This design comes from an exercise in tuning for small area and a short achievable clock period on the open sky130 flow, not from production work. At most, simulation tests tie the RTL to the original design; equivalence was not proved. Only the layout flow was run in run 2; the RTL was not checked for function there. No activity file was given, so power comes from the tool's default toggle rates.

## flow/flow/run.sh

```bash
#!/bin/bash
# Standard layout, with buf_2 port buffers and timing repair aiming for 9.4 ns of setup slack.
set -euo pipefail
bash standard.sh "BUFFER_PORTS_ARGS=-buffer_cell sky130_fd_sc_hd__buf_2" SETUP_SLACK_MARGIN=9.4 finish > standard_make.log 2>&1
```

## flow/standard.sh

```bash
#!/bin/bash
# synth_recipe.tcl (not shown) runs the flow's synth.tcl, then flattens the netlist and writes it again
# the make line also repeats each setting of config.mk as NAME=value (left out here)
make -C /OpenROAD-flow-scripts/flow DESIGN_CONFIG=/design/flow/config.mk WORK_HOME=/design/flow/orfs CLKGATE_MAP_FILE= SYNTH_SCRIPT=/design/flow/synth_recipe.tcl "${@:-finish}"
```

## flow/config.mk

```make
export PLATFORM = sky130hd
export DESIGN_NAME = breakout_top
export DESIGN_NICKNAME = breakout_top
export VERILOG_FILES = /design/flow/design.v
export SDC_FILE = /design/flow/constraint.sdc
export NUM_CORES = 4
export LEC_CHECK = 0
export CAP_MARGIN = 20
export CORE_MARGIN = 2
export CORE_UTILIZATION = 60
export CTS_BUF_LIST = sky130_fd_sc_hd__clkbuf_8
export SLEW_MARGIN = 20
```

## flow/constraint.sdc

```tcl
create_clock -name core_clock -period 14.0 [get_ports {clk}]
set_input_delay 2.8000 -clock core_clock [delete_from_list [all_inputs] [get_ports {clk}]]
set_output_delay 2.8000 -clock core_clock [all_outputs]
set_load 0.01 [all_outputs]
```

## flow/design.v

```verilog
`timescale 1ns/1ns
module breakout_top (
    input  logic        clk,
    input  logic        rst,
    input  logic [3:0]  ctrl,      
    input  logic        vsync,
    input  logic [20:0] px,        
    output logic [23:0] rgb,       
    output logic        started,
    output logic        over
);
    logic vsync_q, step;
    logic ball_lost;
    always_ff @(posedge clk or negedge rst) begin
        if (!rst) begin
            vsync_q <= 1'b0;
            step    <= 1'b0;
            started <= 1'b0;
            over    <= 1'b0;
        end else begin
            vsync_q <= vsync;
            step    <= vsync & ~vsync_q & started & ~over & ~ctrl[0];
            if (ctrl[3]) started <= 1'b1;
            if (step && ball_lost) over <= 1'b1;
        end
    end
    logic [9:0] padl;            
    logic [9:0] bx, by;          
    logic [3:0] vx;              
    logic [1:0] vym1;            
    logic       dx, dy;          
    logic [4:0] hxp;             
    logic [24:0] dead;           
    logic [24:0] alive;
    assign alive = ~dead;
    assign ball_lost = by >= 10'd427;
    logic [9:0] padl_n;
    always_comb begin
        logic [7:0] moved;
        moved  = padl[9:2] + (ctrl[2] ? 8'hFF : 8'h01);
        padl_n = padl;
        if (ctrl[2])      padl_n = (padl > 10'd228) ? {moved, padl[1:0]} : 10'd224;
        else if (ctrl[1]) padl_n = (padl < 10'd484) ? {moved, padl[1:0]} : 10'd488;
    end
    logic [4:0] hx;              
    logic [4:0] hy;              
    logic [24:0] hit;
    logic [4:0] colhit;
    logic bounce_x, bounce_y;
    always_comb begin
        for (int c = 0; c < 5; c++)
            hx[c] = (bx >= 10'(248 + 50 * c)) && (bx <= 10'(300 + 50 * c));
        for (int r = 0; r < 5; r++)
            hy[r] = (by >= 10'(103 + 20 * r)) && (by <= 10'(130 + 20 * r));
        for (int r = 0; r < 5; r++)
            for (int c = 0; c < 5; c++)
                hit[r*5+c] = alive[r*5+c] & hy[r] & hx[c];
        for (int c = 0; c < 5; c++)
            colhit[c] = hit[c] | hit[5+c] | hit[10+c] | hit[15+c] | hit[20+c];
        bounce_x = |(colhit & ~hxp);
        bounce_y = |(colhit & hxp);
    end
    logic        paddle_hit;
    logic [10:0] u;
    logic [6:0]  ul;
    logic [3:0]  angle;
    logic [1:0]  angle_vym1;
    always_comb begin
        u  = {1'b0, bx} - {1'b0, padl};
        ul = u[6:0];
        paddle_hit = (by >= 10'd414) && (by <= 10'd425) && (u[10:7] == 4'd0) && (ul <= 7'd80);
        angle = 4'd8;
        for (int i = 7; i >= 0; i--)
            if (ul >= 7'(38 - 4 * i) && ul <= 7'(42 + 4 * i)) angle = 4'(i);
        if (ul >= 7'd30 && ul <= 7'd50)      angle_vym1 = 2'd3;
        else if (ul >= 7'd18 && ul <= 7'd62) angle_vym1 = 2'd2;
        else if (ul >= 7'd10 && ul <= 7'd70) angle_vym1 = 2'd1;
        else                                 angle_vym1 = 2'd0;
    end
    logic [9:0] bx_n, by_n;
    logic [3:0] vx_n;
    logic [1:0] vym1_n;
    logic       dx_n, dy_n;
    always_comb begin
        bx_n = ((bx ^ {10{~dx}}) + {6'd0, vx}) ^ {10{~dx}};
        by_n = ((by ^ {10{~dy}}) + {7'd0, 3'(vym1) + 3'd1}) ^ {10{~dy}};
        vx_n = vx;
        vym1_n = vym1;
        dx_n = dx;
        dy_n = dy;
        if (bx <= 10'd230)      dx_n = 1'b1;
        else if (bx >= 10'd562) dx_n = 1'b0;
        if (by <= 10'd95)       dy_n = 1'b1;
        else if (by >= 10'd427) dy_n = 1'b0;
        if (paddle_hit) begin
            by_n   = 10'd413;
            dy_n   = 1'b0;
            dx_n   = ul > 7'd40;
            vx_n   = angle;
            vym1_n = angle_vym1;
        end
        if (bounce_x) dx_n = ~dx;
        if (bounce_y) dy_n = ~dy;
    end
    always_ff @(posedge clk or negedge rst) begin
        if (!rst) begin
            padl  <= 10'd331;
            bx    <= 10'd371;
            by    <= 10'd286;
            vx    <= 4'd0;
            vym1  <= 2'd1;
            dx    <= 1'b1;
            dy    <= 1'b1;
            hxp   <= 5'b00100;
            dead  <= '0;
        end else if (step) begin
            padl  <= padl_n;
            bx    <= bx_n;
            by    <= by_n;
            vx    <= vx_n;
            vym1  <= vym1_n;
            dx    <= dx_n;
            dy    <= dy_n;
            hxp   <= hx;
            dead  <= dead | hit;
        end
    end
    logic [9:0] qx, qy;
    logic       act;
    assign qx  = px[20:11];
    assign qy  = px[10:1];
    assign act = px[0];
    logic border, on_ball, on_paddle;
    logic [4:0] pcol, prow;
    logic okx, oky, okp;
    logic [3:0] dx4, dy4;
    localparam logic [255:0] DISC =
        256'hf83ff83ff83ff01fe00f00010000000000000001e00ff01ff83ff83ff83ffc7f;
    logic [6:0] tl;
    near16 u_nx (.a(qx), .b(bx), .ok(okx), .d(dx4));
    near16 u_ny (.a(qy), .b(by), .ok(oky), .d(dy4));
    near128 u_np (.a(qx), .b(padl), .ok(okp), .d(tl));
    always_comb begin
        border = (qx >= 10'd221) && (qx <= 10'd570) && (qy >= 10'd86) && (qy <= 10'd435) &&
                 !((qx >= 10'd224) && (qx <= 10'd567) && (qy >= 10'd89) && (qy <= 10'd432));
        on_ball = okx & oky & DISC[{dx4, dy4}];
        on_paddle = okp & (((qy == 10'd420) && tl <= 7'd80) ||
                           ((qy >= 10'd417 && qy <= 10'd423 && qy != 10'd420) && tl >= 7'd1 && tl <= 7'd79) ||
                           ((qy == 10'd416 || qy == 10'd424) && tl >= 7'd2 && tl <= 7'd78) ||
                           ((qy == 10'd415 || qy == 10'd425) && tl >= 7'd5 && tl <= 7'd75));
        for (int c = 0; c < 5; c++)
            pcol[c] = qx >= 10'(254 + 50 * c) && qx <= 10'(293 + 50 * c);
        for (int r = 0; r < 5; r++)
            prow[r] = qy >= 10'(109 + 20 * r) && qy <= 10'(123 + 20 * r) &&
                      |(pcol & alive[r*5 +: 5]);
    end
    logic       playing;
    logic [3:0] bgc, bgc_q;      
    logic       bl_q, pd_q;
    always_comb begin
        playing = act & started & ~over & ~border;
        if (!act)          bgc = 4'd0;
        else if (!started) bgc = 4'd1;
        else if (over)     bgc = 4'd2;
        else if (border)   bgc = 4'd3;
        else               bgc = {|prow, prow[4], prow[2] | prow[3], prow[1] | prow[3]};
    end
    always_ff @(posedge clk or negedge rst) begin
        if (!rst) begin
            bgc_q <= 4'd0;
            bl_q  <= 1'b0;
            pd_q  <= 1'b0;
        end else begin
            bgc_q <= bgc;
            bl_q  <= playing & on_ball;
            pd_q  <= playing & on_paddle;
        end
    end
    always_comb begin
        if (bl_q)      rgb = 24'hFF0000;
        else if (pd_q) rgb = 24'hFFFFFF;
        else begin
            case (bgc_q)
                4'd1:    rgb = 24'h202040;
                4'd2:    rgb = 24'h800000;
                4'd3:    rgb = 24'h4BA3C3;
                4'd8:    rgb = 24'hFFADAD;
                4'd9:    rgb = 24'hFDFFB6;
                4'd10:   rgb = 24'hCAFFBF;
                4'd11:   rgb = 24'h9BF6FF;
                4'd12:   rgb = 24'hBDB2FF;
                default: rgb = 24'h000000;
            endcase
        end
    end
endmodule
module near16 (
    input  logic [9:0] a,
    input  logic [9:0] b,
    output logic       ok,
    output logic [3:0] d
);
    logic [4:0] l;
    logic [6:0] ah, bh, x;
    logic zr, on;
    always_comb begin
        begin
            logic [3:0] g, p;
            logic [4:0] bw;
            g = ~a[3:0] & b[3:0];
            p = ~(a[3:0] ^ b[3:0]);
            bw[0] = 1'b0;
            bw[1] = g[0];
            bw[2] = g[1] | (p[1] & g[0]);
            bw[3] = g[2] | (p[2] & g[1]) | (p[2] & p[1] & g[0]);
            bw[4] = g[3] | (p[3] & g[2]) | (p[3] & p[2] & g[1]) | (p[3] & p[2] & p[1] & g[0]);
            l = {bw[4], ~p ^ bw[3:0]};
        end
        d  = l[3:0];
        ah = {1'b0, a[9:4]};
        bh = ~{1'b0, b[9:4]};
        x  = ah ^ bh;
        zr = 1'b1;
        on = 1'b1;
        for (int i = 1; i < 7; i++) begin
            zr &= x[i] == (ah[i-1] | bh[i-1]);
            on &= x[i] == ~(ah[i-1] & bh[i-1]);
        end
        zr &= x[0] == ~l[4];
        on &= x[0] == l[4];
        ok = d[3] ? on : zr;
    end
endmodule
module near128 (
    input  logic [9:0] a,
    input  logic [9:0] b,
    output logic       ok,
    output logic [6:0] d
);
    logic [7:0] l;
    logic [2:0] ah, bh;
    always_comb begin
        begin
            logic [6:0] g, p;
            logic [7:0] bw;
            g = ~a[6:0] & b[6:0];
            p = ~a[6:0] | b[6:0];
            bw[0] = 1'b0;
            bw[1] = (g[0]);
            bw[2] = (g[0] & p[1]) |
                    (g[1]);
            bw[3] = (g[0] & p[1] & p[2]) |
                    (g[1] & p[2]) |
                    (g[2]);
            bw[4] = (g[0] & p[1] & p[2] & p[3]) |
                    (g[1] & p[2] & p[3]) |
                    (g[2] & p[3]) |
                    (g[3]);
            bw[5] = (g[0] & p[1] & p[2] & p[3] & p[4]) |
                    (g[1] & p[2] & p[3] & p[4]) |
                    (g[2] & p[3] & p[4]) |
                    (g[3] & p[4]) |
                    (g[4]);
            bw[6] = (g[0] & p[1] & p[2] & p[3] & p[4] & p[5]) |
                    (g[1] & p[2] & p[3] & p[4] & p[5]) |
                    (g[2] & p[3] & p[4] & p[5]) |
                    (g[3] & p[4] & p[5]) |
                    (g[4] & p[5]) |
                    (g[5]);
            bw[7] = (g[0] & p[1] & p[2] & p[3] & p[4] & p[5] & p[6]) |
                    (g[1] & p[2] & p[3] & p[4] & p[5] & p[6]) |
                    (g[2] & p[3] & p[4] & p[5] & p[6]) |
                    (g[3] & p[4] & p[5] & p[6]) |
                    (g[4] & p[5] & p[6]) |
                    (g[5] & p[6]) |
                    (g[6]);
            l = {bw[7], a[6:0] ^ b[6:0] ^ bw[6:0]};
        end
        d  = l[6:0];
        ah = a[9:7];
        bh = b[9:7];
        ok = l[7] ? (ah == bh + 3'd1 && bh != 3'd7) : (ah == bh);
    end
endmodule
```

==> summary.txt, run 1 <==
Outcome
  • Status: finished clean

Finish
  • Post-Layout Inst Area: 8540 sq um
  • Final nets: 1083
  • Fillcell total: 1066
  • Diodes inserted: 0
  • Layout Area Growth over Synthesis: 10.6%
  • Layout cell share with drive strength beyond 1: 0.167
  • Non-Filler Instances: around 1200

Synthesis
  • Post-synthesis register bit count: 77
  • Synthesized Nets: around 1100
  • Mapped cell area: approximately 7700 sq um
  • Synth Flop Type: dfrtp_1
  • Seq/Total Area, Yosys: 0.253
  • Syn avg cell area: 8.13 sq um
  • Synth cell types: 79
  • Ys async rst share: 1.00
  • Gate Count Post-Synth: between 900 and 1000
  • Number of flops mapped to enable cells by yosys: 0
  • Yosys warns: 3

Hold path
  • HP Class: reg -> reg

Pwr
  • Leak: 0.00374 uW
  • Max rail drop VDD: 0.269 mV
  • Power per cell area: roughly 200 nW/um^2
  • Cell-internal power: about 800 uW
  • NetSw: roughly 860 uW
  • Flop pwr share: 0.232
  • Gate power share: 0.657
  • Switch share: 0.521
  • Clock share of power: 0.110

Job
  • Max Cap Violations: 0

Worst setup path
  • Startpoint types: flip-flop
  • WP data required: 11.20 ns
  • WS Path Type: reg -> out
  • CP max FO: 4
  • Reg-to-reg slack, setup: 9.99 ns
  • Worst Path Arrival: around 1.8 ns
  • CP Capture Type: output port

Clock network
  • TritonCTS buffer count: 9
  • Worst-skew pair later-pin latency: 0.38 ns
  • Clk root buf: clkbuf_8
  • TritonCTS clock tree: done
  • CTS HTree Levels: 3
  • Clk sinks: between 70 and 80
  • Worst-path clk slew: 0.10 ns
  • Clock Tree Buf Depth: 2

STA
  • Hold Fails Final Rpt: 0
  • RSZ-0062 raised after global routing: true
  • Worst-Margin Slew: 0.967 ns
  • Worst Slack Setup Final: 9.41 ns
  • Final setup TNS: 0 ns
  • Setup Skew: approximately 0.016 ns
  • Slew HR: 0.351
  • Min Tclk post-route: 4.59 ns
  • Fmax: 218 MHz
  • WHS: 0.499 ns
  • Tcrit/Tclk final: 0.328
  • Max Slew Vio Count: 0
  • Final setup violation count: 0

Global routing
  • Largest net degree at the start of global routing: 78
  • Tot GR Track Use: 0.320
  • Total grt overflow: 0
  • First-pass GRT wire length: 35900 um
  • Vias in the first global route: 7040
  • Initial antenna violation count: 0

Route
  • First DRT Iteration DRCs: 687
  • Vias: about 7500
  • WL/cell: 19.5 um
  • First drt pass iteration count: 5
  • Drt total wl: 22500 um
  • Final ANT Viol Nets: 0
  • Drt via density: 6.53
  • # DRC: 0

Place
  • Post-Place Cell Area: 8040 sq um
  • GP Congestion: roughly 0.95
  • Setup WS pre-CTS: approximately 9 ns
  • DP HPWL: 16600 um
  • Port bufs: 53
  • Placed insts: 1129

Floorplan
  • Die area: between 10000 and 15000 sq um
  • Initial core utilization: 0.614
  • Ports: between 50 and 60
  • Die X: 117 um
  • Core area: between 10000 and 15000 sq um
  • Die Span Y: between 100 and 150 um
  • Row count: 41
power groups by stage:
stage	Combinational (uW)	Clock [uW]	Sequential [uW]
4_1_cts	1030	186	380
2_1_floorplan	853	0	311
5_1_grt	1210	197	393
3_3_place_gp	980	0	381
6_report	1090	184	386
3_5_place_dp	1020	0	385
cell usage in the layout (no fill, tap or decap), drive strengths merged, types with 8 or more instances in the layout:
master,count
o21bai,32
nor3,39
dfrtp,58
a21o,9
or4,9
o211ai,9
buf,62
nor2b,10
nor4,18
dfstp,19
o31ai,8
nand4,17
ha,70
clkbuf,11
o22ai,19
nand3,28
o21ai,60
inv,83
o311ai,9
xnor2,46
a31oi,13
a21oi,75
or3,12
xor2,34
nand2,62
nor2,58
path summary, 6_finish.rpt:
kind | start | end | cells after the start
hold reg to reg | vx[2] | vx[2] | 1
hold / removal | vx[2] | vx[2] | 1
min in group asynchronous | rst | bx[7] | 1
setup / recovery | bgc_q[1] | rgb[1] | 6
max in group asynchronous | rst | bgc_q[2] | 1
setup reg to reg | bx[0] | vym1[0] | 12
metal layers:
metal | vias to the layer above | global-route usage | part of all wire
li1 | 3524 | - | -
met1 | 3649 | 0.438 | 0.44
met2 | 330 | 0.515 | 0.46
met3 | 42 | 0.0569 | 0.075
met4 | 0 | 0.103 | 0.021
met5 | - | 0 | 0
cell usage after synthesis (all sizes together), types with 9 or more instances:
| master | n | area, sq um |
|---|---|---|
| a21o | 9 | 67.6 |
| a21oi | 75 | 379 |
| a31oi | 13 | 93.8 |
| buf | 16 | 98.8 |
| clkbuf | 31 | 116 |
| dfrtp | 58 | 1450 |
| dfstp | 19 | 499 |
| ha | 70 | 876 |
| inv | 81 | 304 |
| nand2 | 62 | 233 |
| nand3 | 28 | 145 |
| nand4 | 17 | 106 |
| nor2 | 58 | 218 |
| nor2b | 10 | 62.6 |
| nor3 | 39 | 195 |
| nor4 | 18 | 113 |
| o211ai | 9 | 67.6 |
| o21ai | 60 | 300 |
| o21bai | 32 | 240 |
| o22ai | 19 | 119 |
| o311ai | 9 | 78.8 |
| or3 | 12 | 75.1 |
| or4 | 9 | 67.6 |
| xnor2 | 45 | 394 |
| xor2 | 34 | 317 |
sequential cells by signal, summed over array words and instances, names as in the netlist, 2 cells and up:
name	cells
dead	25
bx	10
by	10
padl	9
hxp	5
bgc_q	4
vx	4
vym1	2
logic make-up (layout without fill, tap and decap cells):
logic type / Yosys count / in the layout / share of synthesized area
adder cells (fa/ha/maj): 77 / 77 / 0.132
flip-flops: 77 / 77 / 0.253
AO/OA/AOI/OAI: 295 / 295 / 0.257
multiplexers: 9 / 9 / 0.0125
buffers and inverters: 130 / 163 / 0.0682
XOR/XNOR: 79 / 80 / 0.0921
AND/OR/NAND/NOR: 282 / 282 / 0.185
area by class of cell:
class                   instances  area, sq um  area share
clock buffers                   9          124      0.0145
clock inverters                 7         78.8     0.00923
inverters                      83          322      0.0377
multi-input cells             743         5480       0.642
flip-flops and latches         77         1960       0.229
well taps                     172          215      0.0252
repair buffers                 64          364      0.0427
worst max-delay path: stages, from the launching register on:
cell	delay (ns)
dfrtp_2	0.45
or2_4	0.29
ha_4	0.26
inv_2	0.03
a21oi_4	0.13
a21oi_2	0.08
buf_2	0.16
stage by stage:
stage,utilization,power [uW]
global route,0.679,1800
floorplan,-,1160
detailed placement,0.640,1400
global placement,0.640,1360
finish,0.679,1660
CTS,0.661,1600
timing repair:
item	CTS	global route
resized for setup	9	42
cloned	0	1
hold buffers	0	0
setup buffers	4	5
pin swaps	4	15
setup endpoints to repair	13	19
==> inputs of run 2 (changes only) <==
--- a/flow/design.v
+++ b/flow/design.v
@@ -24,13 +24,16 @@
             if (step && ball_lost) over <= 1'b1;
         end
     end
+    logic [8:0] padl_r, by_r;
     logic [9:0] padl;            
     logic [9:0] bx, by;          
+    logic [24:0] dead;           
+    assign padl = {1'b0, padl_r};
+    assign by   = {1'b0, by_r};
     logic [3:0] vx;              
     logic [1:0] vym1;            
     logic       dx, dy;          
     logic [4:0] hxp;             
-    logic [24:0] dead;           
     logic [24:0] alive;
     assign alive = ~dead;
     assign ball_lost = by >= 10'd427;
@@ -104,9 +107,9 @@
     end
     always_ff @(posedge clk or negedge rst) begin
         if (!rst) begin
-            padl  <= 10'd331;
+            padl_r <= 9'd331;
             bx    <= 10'd371;
-            by    <= 10'd286;
+            by_r   <= 9'd286;
             vx    <= 4'd0;
             vym1  <= 2'd1;
             dx    <= 1'b1;
@@ -114,9 +117,9 @@
             hxp   <= 5'b00100;
             dead  <= '0;
         end else if (step) begin
-            padl  <= padl_n;
+            padl_r <= padl_n[8:0];
             bx    <= bx_n;
-            by    <= by_n;
+            by_r   <= by_n[8:0];
             vx    <= vx_n;
             vym1  <= vym1_n;
             dx    <= dx_n;
==> run 2 against run 1 <==
Against the previous run:
- register-to-register slack worse by 0.33 ns
- critical path depth is 5 higher
- final cell count is 3.1% higher
- worst setup slack worse by 0.15 ns
- clock skew is 0.0017 ns lower
- fmax is 3.1% lower
==> summary.txt, run 2 <==
Outcome
  • Status: finished clean

Global routing
  • Vias in the first global route: between 7000 and 8000
  • Tot GR Track Use: 0.327
  • First-pass GRT wire length: 37600 um
  • Initial antenna violation count: 0
  • Total grt overflow: 0
  • Largest net degree at the start of global routing: 76

Finish
  • Top flop regs: dead: 25 flops, bx: 10 flops, by_r: 9 flops
  • Most frequent cells in the layout: 82 x inv_1, 70 x nand2_1, 63 x nor2_1
  • Layout cell share with drive strength beyond 1: 0.209
  • Final nets: 1111
  • Layout Area Growth over Synthesis: 12.4%
  • Largest register FFs: 25
  • Reg with most FFs: dead
  • Register area: 1910 sq um
  • Post-Layout Inst Area: 9020 sq um
  • Diodes inserted: 0
  • Area of the multi-input gates: 5830 sq um
  • Most common library cell in the layout ignoring fill and taps: inv_1
  • Fillcell total: 1095

Pwr
  • Design Power: 1590 uW
  • Max rail drop VDD: approximately 0.22 mV
  • Power per cell area: 177 nW/um^2
  • Leak: 0.00372 uW

Synthesis
  • Post-synthesis register bit count: 75
  • Gate Count Post-Synth: 973
  • Syn avg cell area: 8.25 sq um
  • Number of flops mapped to enable cells by yosys: 0
  • Yosys warns: 3
  • Seq/Total Area, Yosys: 0.237
  • Synth top area cells: dfrtp_1 17%, ha_1 10%, dfstp_2 6.2%
  • List of most frequent post-synthesis cells: 89 x inv_1, 72 x nand2_1, 66 x ha_1, 65 x nor2_1, 63 x o21ai_0
  • Yosys top cell by area: dfrtp_1
  • Cell with the most instances after synthesis: inv_1
  • Synthesized Nets: 1074
  • Ys async rst share: 1.00
  • Post-synth top area share: 0.175
  • Synth Flop Type: dfrtp_1
  • Synth cell types: 99
  • Mapped cell area: 8030 sq um

Floorplan
  • Die X: 120 um
  • Row count: 42
  • Die area: 14300 sq um
  • Core area: 13100 sq um
  • Die Span Y: between 100 and 150 um
  • Ports: 54
  • Initial core utilization: 0.611

Worst setup path
  • CP delay by family, top: compound AO/OA/AOI/OAI gates
  • Startpoint types: input pin
  • Reg-to-reg slack, setup: between 9 and 10 ns
  • Slowest cell on crit path: a2111o_1
  • CP bufs+invs: 2
  • WP data required: 14.24 ns
  • Slowest Stage Delay on Critical Path: 0.42 ns
  • CP Capture Type: flip-flop
  • CP max FO: 7
  • WS Path Type: in -> reg
  • Critical-path cell list: buf_12, ha_4, nand2b_4, a221oi_4, o41ai_4, xnor2_2, buf_4, nand2_4, o21bai_1, a2111o_1, a2111oi_2
  • Worst Path Arrival: 4.98 ns

Clock network
  • TritonCTS buffer count: 9
  • Worst-path clk slew: roughly 0.08 ns
  • Clk root buf: clkbuf_8
  • CTS HTree Levels: 3
  • Worst-skew pair later-pin latency: ~0.36 ns
  • TritonCTS clock tree: done
  • Clock Tree Buf Depth: 2
  • Post-CTS Hold Fix Bufs: 0
  • Clk sinks: 75

STA
  • Final setup TNS: 0 ns
  • RSZ-0062 raised after global routing: true
  • Hold Fails Final Rpt: 0
  • Tcrit/Tclk final: 0.338
  • Max Slew Vio Count: 0
  • Min Tclk post-route: 4.73 ns
  • Worst-Margin Slew: 1.06 ns
  • Slew HR: 0.285
  • Final setup violation count: 0
  • Setup Skew: 0.0139 ns
  • Fmax: 211 MHz
  • WHS: 0.500 ns

Route
  • WL/cell: 19.6 um
  • # DRC: 0
  • Drt via density: approximately 6.5
  • First DRT Iteration DRCs: around 820
  • Drt total wl: ~23000 um
  • First drt pass iteration count: 5
  • Vias: a little under 8000
  • Final ANT Viol Nets: 0

Place
  • DP HPWL: around 17000 um
  • GP Congestion: 1.04
  • Port bufs: 53
  • Post-Place Cell Area: 8350 sq um

Job
  • Max Cap Violations: 0

Hold path
  • HP Class: reg -> reg
[run 2: changes by cell type in the layout (fill, tap and decap cells not counted), moves of 6 or more]
cell | previous run | this run
o311ai_0 | 9 | 3
o2111ai_1 | 2 | 9
buf_4 | 13 | 27
o22ai_1 | 19 | 8
xor2_1 | 30 | 19
or4_1 | 9 | 2
nor2_1 | 54 | 63
o21bai_1 | 32 | 17
a21oi_1 | 67 | 54
nor3_1 | 38 | 28
inv_1 | 75 | 82
nand2_1 | 62 | 70
ha_1 | 66 | 56
[run 2: per-layer routing]
metal  global-route usage  vias up  routed length (um)
li1                     -     3641                   -
met1                0.456     3743               10300
met2                0.519      360               10700
met3               0.0551       52                1670
met4                0.107        0                 629
met5                    0        -                   0
[run 2: final timing paths]
path	from	end	cells past startpoint
max in group asynchronous	rst	bgc_q[0]	1
setup reg to reg	padl_r[0]	vym1[0]	9
setup / recovery	px[12]	pd_q	11
hold / removal	vx[3]	vx[3]	2
hold reg to reg	vx[3]	vx[3]	2
min in group asynchronous	rst	padl_r[2]	1
[run 2: cell type report]
class                           instances  share of cell area
Inverter                               91              0.0398
Multi-Input combinational cell        754               0.647
Timing Repair Buffer                   79              0.0565
Clock buffer                            9              0.0137
Tap cell                              176              0.0244
Clock inverter                          7             0.00763
Sequential cell                        75               0.211
[run 2: worst min-delay path, stage by stage (launching register included)]
cell	delay, ns
dfrtp_1	0.35
nand2_1	0.05
o21ai_1	0.06
[run 2: cell families (layout without fill, tap and decap cells)]
logic type | after synthesis | after routing | share of synthesized area
AOI/OAI and AO/OA | 309 | 309 | 0.287
and+or+nand+nor | 292 | 292 | 0.188
buffers and inverters | 144 | 186 | 0.0794
DFF | 75 | 75 | 0.237
xor gates and xnor gates | 74 | 74 | 0.0808
adders and majority gates | 73 | 73 | 0.120
muxes | 6 | 6 | 0.00795
[run 2: what timing repair did]
action                     CTS  global route
buffers inserted            18             6
gates cloned                 0             0
gates resized for setup     48            29
setup endpoints to repair   14            16
pin swaps                   17             9
[run 2: stage by stage]
stage	util	instances	setup slack, ns
detailed placement	0.635	1151	8.75
global placement	0.635	1151	8.85
global route	0.686	1191	9.20
floorplan	-	973	9.13
CTS	0.675	1185	9.38
finish	0.686	1191	9.27
[run 2: power by group]
part / switching, uW / internal [uW] / leakage, uW
Sequential: 91.8 / 250 / 0.000949
Clock: 89.6 / 82.1 / 0.000101
Combinational: 623 / 457 / 0.00267
==> inputs of run 3 (changes only) <==
--- a/flow/design.v
+++ b/flow/design.v
@@ -24,18 +24,13 @@
             if (step && ball_lost) over <= 1'b1;
         end
     end
-    logic [8:0] padl_r, by_r;
     logic [9:0] padl;            
     logic [9:0] bx, by;          
-    logic [24:0] dead;           
-    assign padl = {1'b0, padl_r};
-    assign by   = {1'b0, by_r};
     logic [3:0] vx;              
     logic [1:0] vym1;            
     logic       dx, dy;          
     logic [4:0] hxp;             
     logic [24:0] alive;
-    assign alive = ~dead;
     assign ball_lost = by >= 10'd427;
     logic [9:0] padl_n;
     always_comb begin
@@ -107,25 +102,25 @@
     end
     always_ff @(posedge clk or negedge rst) begin
         if (!rst) begin
-            padl_r <= 9'd331;
+            padl  <= 10'd331;
             bx    <= 10'd371;
-            by_r   <= 9'd286;
+            by    <= 10'd286;
             vx    <= 4'd0;
             vym1  <= 2'd1;
             dx    <= 1'b1;
             dy    <= 1'b1;
             hxp   <= 5'b00100;
-            dead  <= '0;
+            alive <= '1;
         end else if (step) begin
-            padl_r <= padl_n[8:0];
+            padl  <= padl_n;
             bx    <= bx_n;
-            by_r   <= by_n[8:0];
+            by    <= by_n;
             vx    <= vx_n;
             vym1  <= vym1_n;
             dx    <= dx_n;
             dy    <= dy_n;
             hxp   <= hx;
-            dead  <= dead | hit;
+            alive <= alive & ~hit;
         end
     end
     logic [9:0] qx, qy;
==> flow/flow/run.sh (replaced) <==
#!/bin/bash
# Standard layout, with buf_2 port buffers and timing repair aiming for 9.0 ns of setup slack.
set -euo pipefail
bash standard.sh "BUFFER_PORTS_ARGS=-buffer_cell sky130_fd_sc_hd__buf_2" SETUP_SLACK_MARGIN=9.0 finish > standard_make.log 2>&1
==> run 3 against run 2 <==
Against the previous run:
- first-iteration DRC count decreased by 19%
- flip-flop and latch count grew 2
- sequential power rose by 12%
- largest cell class unchanged
- cell area shrank 6.4%
- hold slack worse by 0.0098 ns
- clock power is 3% lower
- wire length down 6.0%
- clock skew is 0.0046 ns lower
- fmax fell by 3.0%
==> summary.txt, run 3 <==
Worst setup path
  • Slowest cell on crit path: a2111oi_1
  • WS Path Type: in -> reg
  • Worst Path Arrival: 5.18 ns
  • Critical-path cell list: buf_2, inv_1, nor4_1, a2111oi_1, a222oi_1, a311o_1, a21o_1, a21boi_1
  • CP bufs+invs: 2
  • CP delay by family, top: compound AO/OA/AOI/OAI gates
  • CP max FO: 11
  • WP data required: 14.30 ns
  • CP Capture Type: flip-flop
  • Slowest Stage Delay on Critical Path: just over 0.9 ns
  • Startpoint types: input pin

STA
  • Slew HR: 0.319
  • Setup Skew: slightly above 0.009 ns
  • WHS: between 0.4 and 0.5 ns
  • Hold Fails Final Rpt: 0
  • Tcrit/Tclk final: 0.349
  • Final setup violation count: 0
  • Max Slew Vio Count: 0
  • Worst Slack Setup Final: approximately 9.1 ns
  • Final setup TNS: 0 ns
  • Min Tclk post-route: a little under 5 ns
  • Worst-Margin Slew: 1.02 ns
  • Fmax: between 200 and 250 MHz
  • RSZ-0062 raised after global routing: true

Pwr
  • Switch share: 0.520
  • Leak: about 0.0036 uW
  • Max rail drop VDD: 0.246 mV
  • Gate power share: 0.634
  • Flop pwr share: 0.255
  • Power per cell area: 178 nW/um^2
  • NetSw: between 700 and 800 uW
  • Clock share of power: 0.111
  • Cell-internal power: 720 uW
  • Design Power: 1500 uW

Synthesis
  • Cell with the most instances after synthesis: nand2_1
  • Yosys warns: 3
  • Synth cell types: between 90 and 100
  • Yosys top cell by area: dfstp_2
  • Syn avg cell area: 8.09 sq um
  • Mapped cell area: between 7000 and 8000 sq um
  • List of most frequent post-synthesis cells: 89 x nand2_1, 73 x inv_1, 70 x ha_1, 68 x a21oi_1, 65 x nor2_1
  • Post-synth top area share: 0.146
  • Ys async rst share: 1.00
  • Gate Count Post-Synth: between 900 and 1000
  • Synthesized Nets: 1083
  • Seq/Total Area, Yosys: 0.250
  • Synth Flop Type: dfstp_2
  • Synth top area cells: dfstp_2 15%, ha_1 11%, dfrtp_1 10%
  • Post-synthesis register bit count: 77
  • Number of flops mapped to enable cells by yosys: 0

Finish
  • Post-Layout Inst Area: 8440 sq um
  • Largest register FFs: 25
  • Top flop regs: alive: 25 flops, bx: 10 flops, by: 10 flops
  • Most common library cell in the layout ignoring fill and taps: nand2_1
  • Most frequent cells in the layout: 89 x nand2_1, 73 x inv_1, 70 x ha_1
  • Reg with most FFs: alive
  • Final nets: roughly 1100
  • Layout Area Growth over Synthesis: 6.61%
  • Layout cell share with drive strength beyond 1: 0.148
  • Diodes inserted: 0

Global routing
  • Vias in the first global route: 7197
  • First-pass GRT wire length: 36000 um
  • Largest net degree at the start of global routing: 78
  • Initial antenna violation count: 0
  • Tot GR Track Use: 0.313
  • Total grt overflow: 0

Clock network
  • Worst-skew pair later-pin latency: 0.37 ns
  • Post-CTS Hold Fix Bufs: 0
  • TritonCTS clock tree: done
  • CTS HTree Levels: 3
  • Clk sinks: between 70 and 80
  • Worst-path clk slew: about 0.09 ns
  • TritonCTS buffer count: 9
  • Clock Tree Buf Depth: 2
  • Clk root buf: clkbuf_8

Route
  • First DRT Iteration DRCs: 665
  • Vias: 7572
  • First drt pass iteration count: 7
  • # DRC: 0
  • Drt via density: 6.48
  • Final ANT Viol Nets: 0
  • Drt total wl: 22000 um
  • WL/cell: 18.8 um

Place
  • GP Congestion: between 0.9 and 1
  • DP HPWL: around 17000 um
  • Setup WS pre-CTS: 8.68 ns
  • Port bufs: 53
  • Post-Place Cell Area: a little over 8000 sq um

Outcome
  • Status: finished clean

Job
  • Max Cap Violations: 0

Floorplan
  • Die X: 119 um
  • Row count: 41
  • Die Span Y: 119 um
  • Initial core utilization: 0.620
  • Ports: 54
  • Die area: ~14000 sq um
  • Core area: 12800 sq um

Hold path
  • HP Class: reg -> reg
run 3: cell types whose count changed in the layout (fill, tap and decap cells not counted), moves of 8 or more:
cell      before  now
nand2_1       70   89
dfrtp_1       52   33
o21ai_1       10    2
dfstp_2       19   44
a21boi_0       0   24
o21bai_1      17    2
a21oi_1       54   67
inv_1         82   73
buf_4         27    5
ha_1          56   70
run 3: layout make-up:
cell class                      count  area (sq um)
Multi-Input combinational cell    772          5450
Fill cell                        1108          4330
Sequential cell                    77          1980
Timing Repair Buffer               58           328
Inverter                           74           278
Tap cell                          172           215
Clock buffer                        9           124
Clock inverter                      7          63.8
run 3: power by group through the flow:
stage / sequential (uW) / combinational [uW] / clock, uW
floorplan: 301 / 777 / 0
global placement: 376 / 884 / 0
detailed placement: 381 / 921 / 0
CTS: 377 / 925 / 169
global route: 388 / 1060 / 179
finish: 382 / 952 / 167
run 3: path summary, 6_finish.rpt:
path	startpoint	end	slack (ns)	depth (start not counted)
max in group asynchronous	rst	alive[5]	11.01	2
setup reg to reg	bx[2]	vx[3]	9.96	9
setup / recovery	px[16]	bgc_q[0]	9.12	8
min in group asynchronous	rst	padl[4]	2.35	1
hold reg to reg	alive[4]	alive[4]	0.49	1
hold / removal	alive[4]	alive[4]	0.49	1
run 3: kinds of logic (layout without fill, tap and decap cells):
kind of cell	after synthesis	after routing	share of synthesized area
compound gates	309	309	0.269
simple gates	303	303	0.189
buf+inv	129	148	0.0659
fa+ha+maj	77	77	0.128
flops	77	77	0.250
xor+xnor	72	72	0.0806
mux	11	11	0.0172
run 3: metal layers:
metal  wire, um  global-route usage
met5          0                   0
met4        583               0.122
met3       1460              0.0417
met2      10100               0.498
met1       9870               0.433
run 3: metrics by stage:
stage | cells | utilization
floorplan | 978 | -
global placement | 1150 | 0.641
detailed placement | 1150 | 0.641
CTS | 1166 | 0.655
global route | 1169 | 0.661
finish | 1169 | 0.661
run 3: timing repair:
item / CTS / global route
setup endpoints to repair: 0 / 2
setup buffers: 0 / 2
resized for setup: 0 / 5
==> inputs of run 4 (changes only) <==
--- a/flow/design.v
+++ b/flow/design.v
@@ -30,7 +30,9 @@
     logic [1:0] vym1;            
     logic       dx, dy;          
     logic [4:0] hxp;             
+    logic [24:0] dead;           
     logic [24:0] alive;
+    assign alive = ~dead;
     assign ball_lost = by >= 10'd427;
     logic [9:0] padl_n;
     always_comb begin
@@ -110,7 +112,7 @@
             dx    <= 1'b1;
             dy    <= 1'b1;
             hxp   <= 5'b00100;
-            alive <= '1;
+            dead  <= '0;
         end else if (step) begin
             padl  <= padl_n;
             bx    <= bx_n;
@@ -120,7 +122,7 @@
             dx    <= dx_n;
             dy    <= dy_n;
             hxp   <= hx;
-            alive <= alive & ~hit;
+            dead  <= dead | hit;
         end
     end
     logic [9:0] qx, qy;
==> run 4 against run 3 <==
Against the previous run:
- first-iteration DRC count is 8.7% higher
- worst setup slack improved by 0.076 ns
- highest routed layer unchanged
- via count shrank 2.5%
- clock power increased by 6%
- fmax grew 1.6%
- combinational power up 7%
- final cell count is 2.1% lower
- non-clock buffer count fell by 3
- critical endpoint is now rgb[9]
==> summary.txt, run 4 <==
Synthesis
  • Post-synthesis xor/xnor area fraction: 0.0921
  • Compound-Gate Fraction of Synth Area: 0.257
  • Synth top area cells: dfrtp_1 19%, ha_1 11%, dfstp_2 6.5%
  • Synthesized Nets: 1054
  • Number of flops mapped to enable cells by yosys: 0
  • Seq/Total Area, Yosys: 0.253
  • Largest family of logic cells by synthesized area: compound AO/OA/AOI/OAI gates
  • Post-synthesis register bit count: 77
  • Cell with the most instances after synthesis: inv_1
  • Yosys warns: 3
  • Syn avg cell area: 8.13 sq um
  • Ys async rst share: 1.00
  • Synth cell types: 79
  • Synth Area in Simple Gates: 0.185
  • Gate Count Post-Synth: 949
  • Mapped cell area: between 7000 and 8000 sq um
  • List of most frequent post-synthesis cells: 80 x inv_1, 74 x a21oi_1, 70 x ha_1, 62 x nand2_1
  • Post-synth top area share: 0.188
  • Post-synthesis mux area share: 0.0125
  • Post-Synth Adder-Cell Area: 0.132
  • Yosys top cell by area: dfrtp_1
  • Synth Flop Type: dfrtp_1

Finish
  • Final nets: around 1100
  • Layout cell share with drive strength beyond 1: 0.118
  • Largest register FFs: 25
  • Top flop regs: dead: 25 flops, bx: 10 flops, by: 10 flops
  • Diodes inserted: 0
  • Reg with most FFs: dead
  • Layout Area Growth over Synthesis: 6.29%
  • Most common library cell in the layout ignoring fill and taps: inv_1
  • Most frequent cells in the layout: 81 x inv_1, 74 x a21oi_1, 70 x ha_1

Floorplan
  • Die X: 117 um
  • Row count: 41
  • Die area: roughly 14000 sq um
  • Ports: 54
  • Core area: 12600 sq um
  • Initial core utilization: 0.614
  • Die Span Y: 117 um

Route
  • Drt total wl: 21500 um
  • First drt pass iteration count: 7
  • Vias: 7379
  • # DRC: 0
  • WL/cell: 18.8 um
  • Drt via density: 6.44
  • First DRT Iteration DRCs: between 700 and 800
  • Final ANT Viol Nets: 0

STA
  • Worst Slack Setup Final: 9.19 ns
  • Setup Skew: 0.0114 ns
  • Slew HR: 0.364
  • Hold Fails Final Rpt: 0
  • Tcrit/Tclk final: 0.343
  • Fmax: 208 MHz
  • Final setup violation count: 0
  • Max Slew Vio Count: 0
  • Final setup TNS: 0 ns
  • RSZ-0062 raised after global routing: false
  • Worst-Margin Slew: 0.948 ns
  • Min Tclk post-route: 4.81 ns

Clock network
  • TritonCTS clock tree: done
  • Clock Tree Buf Depth: 2
  • Worst-path clk slew: 0.09 ns
  • Post-CTS Hold Fix Bufs: 0
  • Clk root buf: clkbuf_8
  • Clk sinks: 77
  • CTS HTree Levels: 3
  • Worst-skew pair later-pin latency: 0.38 ns
  • CTS-repair resized insts: 0
  • TritonCTS buffer count: 9
  • Post-CTS Setup Bufs: 0

Pwr
  • Leak: 0.00368 uW
  • Max rail drop VDD: 0.177 mV
  • Power per cell area: 192 nW/um^2

Worst setup path
  • Crit path launch: bgc_q[0]
  • CP max FO: 9
  • WS Path Type: reg -> out
  • CP Capture Type: output port
  • Worst Path Arrival: around 2.0 ns
  • Startpoint types: flip-flop
  • WP data required: 11.20 ns
  • R2R Path Start: bx[0]

Global routing
  • Tot GR Track Use: 0.314
  • Total grt overflow: 0
  • Initial antenna violation count: 0
  • Largest net degree at the start of global routing: roughly 80
  • Vias in the first global route: 7032
  • First-pass GRT wire length: 35300 um

Job
  • Max Cap Violations: 0

Hold path
  • HP Class: reg -> reg
  • HP Start: hxp[2]

Place
  • GP Congestion: 0.986
  • Port bufs: 53
  • DP HPWL: 16600 um
  • Setup WS pre-CTS: just under 9 ns

Outcome
  • Status: finished clean
==> run 4: changes by cell type after synthesis, sizes merged, moves of 16 or more <==
| cell | previous run | this run |
|---|---|---|
| nand2 | 89 | 62 |
| dfrtp | 33 | 58 |
| o21bai | 3 | 32 |
| a21boi | 25 | 1 |
| o22ai | 3 | 19 |
| dfstp | 44 | 19 |
==> run 4: logic make-up after synthesis <==
kind of cell	Yosys count
compound gates	295
fa+ha+maj	77
simple gates	282
xor+xnor	79
mux	9
flops	77
buf+inv	130
==> run 4: final cells by class <==
type                       instances  area, sq um
clock buffer                       9          124
multi-input combinational        742         5240
clock inverter                     7         75.1
inverter                          83          312
fill                            1084         4360
timing repair buffer              55          287
sequential                        77         1950
tap                              172          215
==> run 4: final timing paths <==
check	to	slack, ns	depth (start not counted)
setup / recovery	rgb[9]	9.19	6
hold / removal	hxp[2]	0.49	2
setup reg to reg	vym1[0]	9.94	12
hold reg to reg	hxp[2]	0.49	2
max in group asynchronous	dead[18]	11.01	1
min in group asynchronous	padl[4]	2.42	1
==> run 4: metrics by stage <==
| stage | hold slack (ns) | area, sq um | utilization | instances | power, uW |
|---|---|---|---|---|---|
| after floorplan | 0.456 | 7720 | - | 949 | 1150 |
| after global routing | 0.539 | 8200 | 0.653 | 1145 | 1720 |
| after detailed placement | 0.485 | 8000 | 0.637 | 1129 | 1380 |
| final | 0.493 | 8200 | 0.653 | 1145 | 1580 |
| after global placement | 0.477 | 8000 | 0.637 | 1129 | 1330 |
| after CTS | 0.490 | 8200 | 0.652 | 1145 | 1560 |
==> run 4: report_power, final <==
group / switching [uW] / internal (uW)
registers: 110 / 271
logic: 614 / 406
clock network: 93.6 / 83.6
total: 818 / 760
==> run 4: critical path: stages, from the launching register on <==
cell and delay [ns]:
dfrtp_1 0.49, or2_2 0.36, ha_1 0.28, inv_1 0.03, a21oi_1 0.18, a21oi_1 0.11
buf_2 0.17
==> run 4: layer usage <==
layer,track usage,share of wire,up-vias
met5,0,0,-
met4,0.130,0.032,0
met3,0.0569,0.074,55
met2,0.481,0.44,324
met1,0.438,0.45,3495
li1,-,-,3505
==> inputs of run 5 (changes only) <==
--- a/flow/design.v
+++ b/flow/design.v
@@ -30,9 +30,7 @@
     logic [1:0] vym1;            
     logic       dx, dy;          
     logic [4:0] hxp;             
-    logic [24:0] dead;           
     logic [24:0] alive;
-    assign alive = ~dead;
     assign ball_lost = by >= 10'd427;
     logic [9:0] padl_n;
     always_comb begin
@@ -112,7 +110,7 @@
             dx    <= 1'b1;
             dy    <= 1'b1;
             hxp   <= 5'b00100;
-            dead  <= '0;
+            alive <= '1;
         end else if (step) begin
             padl  <= padl_n;
             bx    <= bx_n;
@@ -122,7 +120,7 @@
             dx    <= dx_n;
             dy    <= dy_n;
             hxp   <= hx;
-            dead  <= dead | hit;
+            alive <= alive & ~hit;
         end
     end
     logic [9:0] qx, qy;
==> flow/flow/run.sh (replaced) <==
#!/bin/bash
# Standard layout, with buf_2 port buffers and timing repair aiming for 9.3 ns of setup slack.
set -euo pipefail
bash standard.sh "BUFFER_PORTS_ARGS=-buffer_cell sky130_fd_sc_hd__buf_2" SETUP_SLACK_MARGIN=9.3 finish > standard_make.log 2>&1
==> run 5 against run 4 <==
Against the previous run:
- global-route usage up 0.59 points
- cell area grew 6.0%
- combinational power barely moved
- clock power up 15%
- core utilization is 2.8 points higher
- register-to-register slack about the same
==> summary.txt, run 5 <==
Synthesis
  • Synth Flop Type: dfstp_2
  • Synth Area in Simple Gates: 0.189
  • Ys async rst share: 1.00
  • Post-synthesis xor/xnor area fraction: 0.0806
  • Mapped cell area: 7920 sq um
  • Post-Synth Adder-Cell Area: 0.128
  • Number of flops mapped to enable cells by yosys: 0
  • Post-synth top area share: 0.146
  • List of most frequent post-synthesis cells: 89 x nand2_1, 73 x inv_1, 70 x ha_1, 68 x a21oi_1, 65 x nor2_1
  • Synth cell types: 91
  • Synth top area cells: dfstp_2 15%, ha_1 11%, dfrtp_1 10%
  • Post-synthesis mux area share: 0.0172
  • Synthesized Nets: 1083
  • Syn avg cell area: 8.09 sq um
  • Gate Count Post-Synth: 978
  • Compound-Gate Fraction of Synth Area: 0.269
  • Cell with the most instances after synthesis: nand2_1
  • Seq/Total Area, Yosys: 0.250
  • Largest family of logic cells by synthesized area: compound AO/OA/AOI/OAI gates
  • Yosys top cell by area: dfstp_2
  • Post-synthesis register bit count: 77
  • Yosys warns: 3

Finish
  • Layout cell share with drive strength beyond 1: 0.180
  • Diodes inserted: 0
  • Most common library cell in the layout ignoring fill and taps: nand2_1
  • Reg with most FFs: alive
  • Area of the multi-input gates: roughly 5600 sq um
  • Largest register FFs: 25
  • Most frequent cells in the layout: 89 x nand2_1, 70 x inv_1, 64 x a21oi_1, 64 x ha_1, 62 x nor2_1
  • Top flop regs: alive: 25 flops, bx: 10 flops, by: 10 flops
  • Fillcell total: 1061
  • Final nets: 1104
  • Post-Layout Inst Area: 8700 sq um
  • Layout Area Growth over Synthesis: 9.88%
  • Register area: between 1500 and 2000 sq um

STA
  • Min Tclk post-route: 4.69 ns
  • RSZ-0062 raised after global routing: true
  • Final setup violation count: 0
  • Tcrit/Tclk final: 0.335
  • Worst-Margin Slew: 0.948 ns
  • Slew HR: 0.364
  • Hold Fails Final Rpt: 0
  • Final setup TNS: 0 ns
  • Setup Skew: between 0.015 and 0.02 ns
  • Fmax: approximately 210 MHz
  • Max Slew Vio Count: 0

Route
  • # DRC: 0
  • WL/cell: between 15 and 20 um
  • Vias: 7668
  • First DRT Iteration DRCs: 752
  • Drt total wl: 22600 um
  • Drt via density: 6.52
  • Final ANT Viol Nets: 0
  • First drt pass iteration count: 5

Worst setup path
  • Worst Path Arrival: 4.96 ns
  • Startpoint types: input pin
  • WS Path Type: in -> reg
  • CP Capture Type: flip-flop
  • Crit path launch: px[16]
  • Reg2reg path depth: 10
  • R2R Path Start: padl[0]
  • CP max FO: 11
  • WP data required: 14.27 ns
  • Worst Setup EP: pd_q
  • Reg-to-reg slack, setup: roughly 10 ns
  • Reg2Reg Capture Point: vx[3]

Clock network
  • Post-CTS Hold Fix Bufs: 0
  • CTS HTree Levels: 3
  • Worst-skew pair later-pin latency: 0.39 ns
  • TritonCTS buffer count: 9
  • Worst-path clk slew: around 0.10 ns
  • Clock Tree Buf Depth: 2
  • TritonCTS clock tree: done
  • Clk sinks: 77
  • Clk root buf: clkbuf_8

Floorplan
  • Die area: 14100 sq um
  • Die Span Y: 119 um
  • Die X: between 100 and 150 um
  • Initial core utilization: 0.620
  • Ports: 54
  • Core area: between 10000 and 15000 sq um
  • Row count: between 40 and 50

Global routing
  • Total grt overflow: 0
  • Initial antenna violation count: 1
  • Tot GR Track Use: 0.320
  • Vias in the first global route: between 7000 and 8000
  • Largest net degree at the start of global routing: 78
  • First-pass GRT wire length: around 36000 um

Outcome
  • Status: finished clean

Pwr
  • Power per cell area: 182 nW/um^2
  • Max rail drop VDD: between 0.2 and 0.25 mV
  • Leak: ~0.0036 uW

Place
  • Post-Place Cell Area: 8270 sq um
  • DP HPWL: around 17000 um
  • GP Congestion: 0.907
  • Port bufs: 53

Hold path
  • HP Class: reg -> reg

Job
  • Max Cap Violations: 0
run 5: area by class of cell:
type / count / area share
Clock buffer: 9 / 0.0142
Clock inverter: 7 / 0.0121
Inverter: 74 / 0.0324
Multi-Input combinational cell: 772 / 0.644
Sequential cell: 77 / 0.228
Tap cell: 172 / 0.0247
Timing Repair Buffer: 65 / 0.0444
run 5: logic make-up after synthesis:
logic type / count (synthesis)
AO/OA/AOI/OAI: 309
XOR/XNOR: 72
adder cells (fa/ha/maj): 77
buffers and inverters: 129
flip-flops: 77
multiplexers: 11
AND/OR/NAND/NOR: 303
run 5: worst min-delay path by stage:
| stage | startpoint | to | slack (ns) | cells after the start |
|---|---|---|---|---|
| 3_3_place_gp | alive[1] | alive[1] | 0.46 | 1 |
| 4_1_cts | alive[1] | alive[1] | 0.48 | 1 |
| 2_1_floorplan | alive[3] | alive[3] | 0.45 | 1 |
| 5_1_grt | alive[1] | alive[1] | 0.49 | 1 |
| 6_report | alive[1] | alive[1] | 0.48 | 1 |
| 3_5_place_dp | alive[4] | alive[4] | 0.47 | 1 |
run 5: where the power goes:
part / total, uW / internal, uW / switching, uW
logic: 998 / 414 / 584
clock network: 203 / 104 / 99.4
registers: 380 / 267 / 114
run 5: through the flow:
step                hold slack (ns)  setup slack, ns  power (uW)  std cells  utilization
CTS                           0.481             9.26        1530       1173        0.670
finish                        0.480             9.31        1580       1176        0.681
floorplan                     0.447             9.22        1100        978            -
global route                  0.486             9.23        1700       1176        0.681
global placement              0.465             8.85        1270       1150        0.647
detailed placement            0.467             8.79        1320       1150        0.647
run 5: worst max-delay path, cell delays in order:
cell	delay, ns
buf_2	0.23
inv_1	0.23
ha_4	0.36
nor2_1	0.05
o211ai_1	0.09
o41ai_1	0.10
or3_1	0.42
or2_2	0.31
o2111ai_1	0.24
a311oi_1	0.12
run 5: what timing repair did:
| item | in CTS | in global routing |
|---|---|---|
| pin swaps | 3 | 11 |
| setup buffers | 7 | 2 |
| resized for setup | 3 | 22 |
| endpoints found under the setup margin | 14 | 14 |
run 5: layer usage:
metal  vias to the layer above  routed length [um]  GRT usage
met1                      3676               10100      0.443
met2                       355               10500      0.515
met3                        41                1550     0.0503
met5                         -                   0          0
li1                       3596                   -          -
met4                         0                 490     0.0990
==> inputs of run 6 (changes only) <==
==> flow/flow/run.sh (replaced) <==
#!/bin/bash
# Standard layout, with buf_2 port buffers and timing repair aiming for 9.2 ns of setup slack.
set -euo pipefail
bash standard.sh "BUFFER_PORTS_ARGS=-buffer_cell sky130_fd_sc_hd__buf_2" SETUP_SLACK_MARGIN=9.2 finish > standard_make.log 2>&1
--- a/flow/config.mk
+++ b/flow/config.mk
@@ -9,4 +9,5 @@
 export CORE_MARGIN = 2
 export CORE_UTILIZATION = 60
 export CTS_BUF_LIST = sky130_fd_sc_hd__clkbuf_8
+export GPL_TIMING_DRIVEN = 1
 export SLEW_MARGIN = 20
==> run 6 against run 5 <==
Against the previous run:
- area after synthesis unchanged
- via count fell by 0.61%
- wire length decreased by 0.52%
- fmax shrank 0.55%
- critical path type is now reg -> out
- largest power group unchanged
==> summary.txt, run 6 <==
Worst setup path
  • CP Capture Type: output port
  • Reg2reg path depth: 10
  • Worst Path Arrival: 1.92 ns
  • WS Path Type: reg -> out
  • Reg-to-reg slack, setup: 9.97 ns
  • CP max FO: 5
  • WP data required: 11.20 ns
  • Startpoint types: flip-flop

STA
  • Min Tclk post-route: 4.72 ns
  • Tcrit/Tclk final: 0.337
  • Final setup TNS: 0 ns
  • Slew HR: 0.374
  • Hold Fails Final Rpt: 0
  • Worst Slack Setup Final: 9.28 ns
  • Fmax: 212 MHz
  • WHS: 0.485 ns
  • Setup Skew: approximately 0.020 ns
  • Worst-Margin Slew: 0.933 ns
  • Max Slew Vio Count: 0
  • Final setup violation count: 0
  • RSZ-0062 raised after global routing: true

Synthesis
  • Post-synth top area share: 0.146
  • Ys async rst share: 1.00
  • Yosys warns: 3
  • Gate Count Post-Synth: 978
  • Post-synthesis register bit count: 77
  • Number of flops mapped to enable cells by yosys: 0
  • Syn avg cell area: 8.09 sq um
  • Synth top area cells: dfstp_2 15%, ha_1 11%, dfrtp_1 10%
  • Synthesized Nets: 1083
  • List of most frequent post-synthesis cells: 89 x nand2_1, 73 x inv_1, 70 x ha_1, 68 x a21oi_1, 65 x nor2_1
  • Yosys top cell by area: dfstp_2
  • Synth Flop Type: dfstp_2
  • Seq/Total Area, Yosys: 0.250
  • Mapped cell area: slightly below 8000 sq um
  • Synth cell types: 91
  • Cell with the most instances after synthesis: nand2_1

Clock network
  • Clk sinks: 77
  • Clk root buf: clkbuf_8
  • Clock Tree Buf Depth: 2
  • TritonCTS clock tree: done
  • Worst-skew pair later-pin latency: 0.39 ns
  • TritonCTS buffer count: 9
  • Post-CTS Hold Fix Bufs: 0
  • Worst-path clk slew: 0.09 ns
  • CTS HTree Levels: 3

Place
  • DP HPWL: 17100 um
  • Setup WS pre-CTS: 8.70 ns
  • Placed insts: about 1200
  • GP Congestion: 0.913
  • Port bufs: 53

Finish
  • Layout Utilization: 0.670
  • Top flop regs: alive: 25 flops, bx: 10 flops, by: 10 flops
  • Diodes inserted: 0
  • Layout Area Growth over Synthesis: 8.12%
  • Non-Filler Instances: 1173
  • Largest register FFs: 25
  • Reg with most FFs: alive
  • Final nets: 1101
  • Most common library cell in the layout ignoring fill and taps: nand2_1
  • Layout cell share with drive strength beyond 1: 0.169
  • Most frequent cells in the layout: 88 x nand2_1, 72 x inv_1, 67 x ha_1

Route
  • # DRC: 0
  • Vias: 7621
  • Final ANT Viol Nets: 0
  • WL/cell: 19.1 um
  • Drt via density: 6.50
  • First drt pass iteration count: 9
  • Drt total wl: approximately 22000 um
  • First DRT Iteration DRCs: ~880

Floorplan
  • Ports: 54
  • Die area: 14100 sq um
  • Die Span Y: 119 um
  • Core area: 12800 sq um
  • Row count: between 40 and 50
  • Initial core utilization: 0.620
  • Die X: 119 um

Pwr
  • Power per cell area: 180 nW/um^2
  • Max rail drop VDD: 0.173 mV
  • Leak: ~0.0036 uW

Global routing
  • Largest net degree at the start of global routing: 78
  • Vias in the first global route: 7140
  • Met2 usage: 0.525
  • GRT Max-Usage Layer: met2
  • Initial antenna violation count: 0
  • First-pass GRT wire length: 36400 um
  • Met3 usage: 0.0441
  • Total grt overflow: 0
  • Met1 Use GR: 0.429
  • Tot GR Track Use: 0.318

Hold path
  • HP Class: reg -> reg
  • Hold path cells: 1

Outcome
  • Status: finished clean

Job
  • Max Cap Violations: 0
run 6: cell counts after synthesis:
Identical to the previous run, type by type.
run 6: cell type report:
| type | count | area, sq um |
|---|---|---|
| clock buffer | 10 | 138 |
| clock inverter | 6 | 70.1 |
| fill | 1039 | 4210 |
| inverter | 74 | 278 |
| multi-input combinational | 772 | 5530 |
| sequential | 77 | 1980 |
| tap | 172 | 215 |
| timing repair buffer | 62 | 342 |
run 6: timing repair:
| item | CTS | global route |
|---|---|---|
| endpoints found under the hold margin | 0 | 0 |
| endpoints found under the setup margin | 5 | 9 |
| setup buffers | 1 | 6 |
| gates resized for setup | 3 | 14 |
| pin swaps | 1 | 4 |
run 6: worst paths after layout:
check                            to     start
max in group asynchronous   padl[4]       rst
setup reg to reg              vx[3]   padl[0]
min in group asynchronous      pd_q       rst
hold / removal             alive[4]  alive[4]
hold reg to reg            alive[4]  alive[4]
setup / recovery             rgb[1]  bgc_q[0]
run 6: worst max-delay path, stage by stage (launching register included):
cell	delay (ns)
dfrtp_2	0.45
or2_2	0.31
ha_1	0.28
inv_1	0.03
a21oi_1	0.19
o21ai_0	0.12
buf_2	0.16
run 6: routing by layer:
| metal | part of all wire | vias to the layer above | wire, um |
|---|---|---|---|
| met5 | 0 | - | 0 |
| met4 | 0.024 | 0 | 545 |
| met3 | 0.058 | 43 | 1310 |
| met2 | 0.48 | 325 | 10700 |
| met1 | 0.44 | 3655 | 9880 |
| li1 | - | 3598 | - |
run 6: per-stage QoR:
| stage | total power (uW) | instance area [sq um] |
|---|---|---|
| after floorplan | 1100 | 7990 |
| after global placement | 1270 | 8240 |
| after detailed placement | 1310 | 8240 |
| after CTS | 1500 | 8460 |
| after global routing | 1660 | 8560 |
| final | 1540 | 8560 |
run 6: logic make-up (layout without fill, tap and decap cells):
| logic type | count (synthesis) | count (layout) | synth area share |
|---|---|---|---|
| buffers and inverters | 129 | 152 | 0.0659 |
| XOR/XNOR | 72 | 72 | 0.0806 |
| flip-flops | 77 | 77 | 0.250 |
| AND/OR/NAND/NOR | 303 | 303 | 0.189 |
| AO/OA/AOI/OAI | 309 | 309 | 0.269 |
| multiplexers | 11 | 11 | 0.0172 |
| adder cells (fa/ha/maj) | 77 | 77 | 0.128 |
run 6: report_power, final:
group / switching [uW] / total (uW) / internal [uW]
Clock: 94.9 / 184 / 89.1
Combinational: 573 / 975 / 402
Sequential: 112 / 378 / 267
==> inputs of run 7 (changes only) <==
--- a/flow/config.mk
+++ b/flow/config.mk
@@ -9,5 +9,4 @@
 export CORE_MARGIN = 2
 export CORE_UTILIZATION = 60
 export CTS_BUF_LIST = sky130_fd_sc_hd__clkbuf_8
-export GPL_TIMING_DRIVEN = 1
 export SLEW_MARGIN = 20
==> run 7 against run 6 <==
Against the previous run:
- non-clock buffer count unchanged
- sequential share of layout area unchanged
- final cell count unchanged
- first-iteration DRC count unchanged
- clock power about the same
- still clean on timing, DRC and antenna
- highest routed layer unchanged
- critical path type unchanged
- largest power group unchanged
- die area unchanged
- sequential power about the same
- register-to-register slack about the same
- count of clock-buffer cells in the layout unchanged
==> summary.txt, run 7 <==
Outcome
  • Status: finished clean

Synthesis
  • List of most frequent post-synthesis cells: 89 x nand2_1, 73 x inv_1, 70 x ha_1, 68 x a21oi_1, 65 x nor2_1
  • Post-synthesis register bit count: 77
  • Yosys warns: 3
  • Synthesized Nets: 1083
  • Synth top area cells: dfstp_2 15%, ha_1 11%, dfrtp_1 10%
  • Post-synth top area share: 0.146
  • Number of flops mapped to enable cells by yosys: 0
  • Synth Flop Type: dfstp_2
  • Synth cell types: 91
  • Gate Count Post-Synth: 978
  • Yosys top cell by area: dfstp_2
  • Seq/Total Area, Yosys: 0.250
  • Mapped cell area: 7920 sq um
  • Cell with the most instances after synthesis: nand2_1
  • Ys async rst share: 1.00
  • Syn avg cell area: 8.09 sq um

Worst setup path
  • Slowest cell on crit path: dfrtp_2
  • Startpoint types: flip-flop
  • R2R Path Start: padl[0]
  • Reg2Reg Capture Point: vx[3]
  • Reg-to-reg slack, setup: 9.97 ns
  • Worst Path Arrival: about 1.9 ns
  • CP Capture Type: output port
  • WS Path Type: reg -> out
  • Critical-path cell list: or2_2, ha_1, inv_1, a21oi_1, o21ai_0, buf_2
  • CP max FO: 5
  • Reg2reg path depth: 10
  • Slowest Stage Delay on Critical Path: 0.45 ns
  • WP data required: 11.20 ns

Finish
  • Most common library cell in the layout ignoring fill and taps: nand2_1
  • Layout Area Growth over Synthesis: 8.12%
  • Layout cell share with drive strength beyond 1: 0.169
  • Top flop regs: alive: 25 flops, bx: 10 flops, by: 10 flops
  • Non-Filler Instances: about 1200
  • Final nets: 1101
  • Largest register FFs: 25
  • Reg with most FFs: alive
  • Post-Layout Inst Area: 8560 sq um
  • Diodes inserted: 0
  • Most frequent cells in the layout: 88 x nand2_1, 72 x inv_1, 67 x ha_1
  • Fillcell total: 1039

STA
  • Hold Fails Final Rpt: 0
  • Tcrit/Tclk final: 0.337
  • Worst-Margin Slew: 0.933 ns
  • Final setup violation count: 0
  • Max Slew Vio Count: 0
  • Fmax: 212 MHz
  • Setup Skew: 0.0195 ns
  • Slew HR: 0.374
  • RSZ-0062 raised after global routing: true
  • Final setup TNS: 0 ns
  • WHS: 0.485 ns
  • Min Tclk post-route: 4.72 ns

Route
  • WL/cell: 19.1 um
  • First DRT Iteration DRCs: 883
  • First drt pass iteration count: 9
  • Vias: 7621
  • Drt via density: roughly 6.5
  • Drt total wl: 22500 um
  • # DRC: 0
  • Final ANT Viol Nets: 0

Global routing
  • Met2 usage: 0.525
  • Total grt overflow: 0
  • Largest net degree at the start of global routing: 78
  • Met1 Use GR: 0.429
  • Vias in the first global route: 7140
  • GRT Max-Usage Layer: met2
  • First-pass GRT wire length: roughly 36000 um
  • Tot GR Track Use: 0.318
  • Initial antenna violation count: 0
  • Met3 usage: 0.0441

Pwr
  • Power per cell area: 180 nW/um^2
  • Switch share: 0.507
  • Cell-internal power: ~760 uW
  • Leak: 0.00362 uW
  • Flop pwr share: 0.246
  • Gate power share: 0.634
  • NetSw: 779 uW
  • Max rail drop VDD: 0.173 mV
  • Clock share of power: 0.120

Place
  • Port bufs: 53
  • DP HPWL: 17100 um
  • Placed insts: 1150
  • GP Congestion: 0.913
  • Post-Place Cell Area: 8240 sq um

Floorplan
  • Ports: 54
  • Initial core utilization: 0.620
  • Die Span Y: roughly 120 um
  • Die area: 14100 sq um
  • Core area: 12800 sq um
  • Row count: ~40
  • Die X: 119 um

Clock network
  • Worst-skew pair later-pin latency: a little under 0.4 ns
  • Clk root buf: clkbuf_8
  • CTS HTree Levels: 3
  • Post-CTS Hold Fix Bufs: 0
  • Clk sinks: 77
  • TritonCTS buffer count: 9
  • Worst-path clk slew: 0.09 ns
  • Clock Tree Buf Depth: 2
  • TritonCTS clock tree: done

Hold path
  • HP Start: alive[4]
  • Min-Delay Endpoint: alive[4]
  • Hold path cells: 1
  • HP Class: reg -> reg

Job
  • Max Cap Violations: 0
run 7: area by class of cell:
cell class | instances | area, sq um | area share
multi-input combinational | 772 | 5530 | 0.646
sequential | 77 | 1980 | 0.232
timing repair buffer | 62 | 342 | 0.0399
inverter | 74 | 278 | 0.0325
tap | 172 | 215 | 0.0251
clock buffer | 10 | 138 | 0.0161
clock inverter | 6 | 70.1 | 0.00819
run 7: stage by stage:
| stage | worst slack, ns | total power [uW] | utilization |
|---|---|---|---|
| 2_1_floorplan | 9.19 | 1100 | - |
| 5_1_grt | 9.14 | 1660 | 0.670 |
| 6_report | 9.28 | 1540 | 0.670 |
| 4_1_cts | 9.21 | 1500 | 0.662 |
| 3_5_place_dp | 8.70 | 1310 | 0.645 |
| 3_3_place_gp | 8.88 | 1270 | 0.645 |
run 7: cells by family (layout without fill, tap and decap cells):
| logic type | Yosys count | after routing | share of synthesized area |
|---|---|---|---|
| buffers and inverters | 129 | 152 | 0.0659 |
| XOR/XNOR | 72 | 72 | 0.0806 |
| adder cells (fa/ha/maj) | 77 | 77 | 0.128 |
| AO/OA/AOI/OAI | 309 | 309 | 0.269 |
| multiplexers | 11 | 11 | 0.0172 |
| flip-flops | 77 | 77 | 0.250 |
| AND/OR/NAND/NOR | 303 | 303 | 0.189 |
run 7: worst max path at each step:
stage,start,end,cells past startpoint
2_1_floorplan,px[15],pd_q,11
3_3_place_gp,px[12],pd_q,12
3_5_place_dp,px[16],bgc_q[0],8
4_1_cts,bgc_q[1],rgb[13],7
5_1_grt,px[11],pd_q,12
6_report,bgc_q[0],rgb[1],6
run 7: worst max-delay path, delay by kind of cell, from the launching register on:
family          cells  cell delay (ns)
simple gates        1             0.31
compound gates      2             0.31
flops               1             0.45
buf+inv             2             0.19
fa+ha+maj           1             0.28
run 7: timing repair:
action | in CTS | in global routing
endpoints found under the hold margin | 0 | 0
cloned | 0 | 0
setup endpoints to repair | 5 | 9
pin swaps | 1 | 4
setup buffers | 1 | 6
gates resized for setup | 3 | 14
run 7: power by group through the flow:
stage	sequential [uW]	combinational, uW	clock, uW
global route	387	1080	195
global placement	373	896	0
CTS	374	940	184
detailed placement	378	931	0
floorplan	302	795	0
finish	378	975	184
run 7: per-layer routing:
metal | up-vias | routed length (um)
li1 | 3598 | -
met5 | - | 0
met2 | 325 | 10700
met3 | 43 | 1310
met1 | 3655 | 9880
met4 | 0 | 545

static timing again, ports no longer ideal:
Ports are ideal in the flow. The routed layouts listed here were re-timed in OpenROAD.
Step 1: set_driving_cell puts a clkbuf_16 on clk and a buf_2 on each other input, an assumption about the parent block.
Step 2, shift: input delay + t, output delay - t, t = (earliest + latest rising clock arrival at the registers) / 2. This alone moves slack from input paths to output paths.
Three values: ideal, step 1, step 2; two values: the first two.
| run | t (ns) | setup WS [ns] | worst setup path at the end | pins driven straight from the clock port |
|---|---|---|---|---|
| run 1 | 0.409 | 9.414 / 9.375 / 9.050 | input to register | 1 |
| run 2 | 0.392 | 9.266 / 9.249 / 8.857 | input to register | 1 |
| run 3 | 0.408 | 9.118 / 9.137 / 8.729 | input to register | 1 |
| run 4 | 0.403 | 9.194 / 9.161 / 8.854 | input to register | 1 |
| run 5 | 0.417 | 9.308 / 9.293 / 8.890 | input to register | 1 |
| run 6 | 0.412 | 9.282 / 9.246 / 8.851 | input to register | 1 |
| run 7 | 0.412 | 9.282 / 9.246 / 8.851 | input to register | 1 |
After both steps every run listed still meets setup and hold.
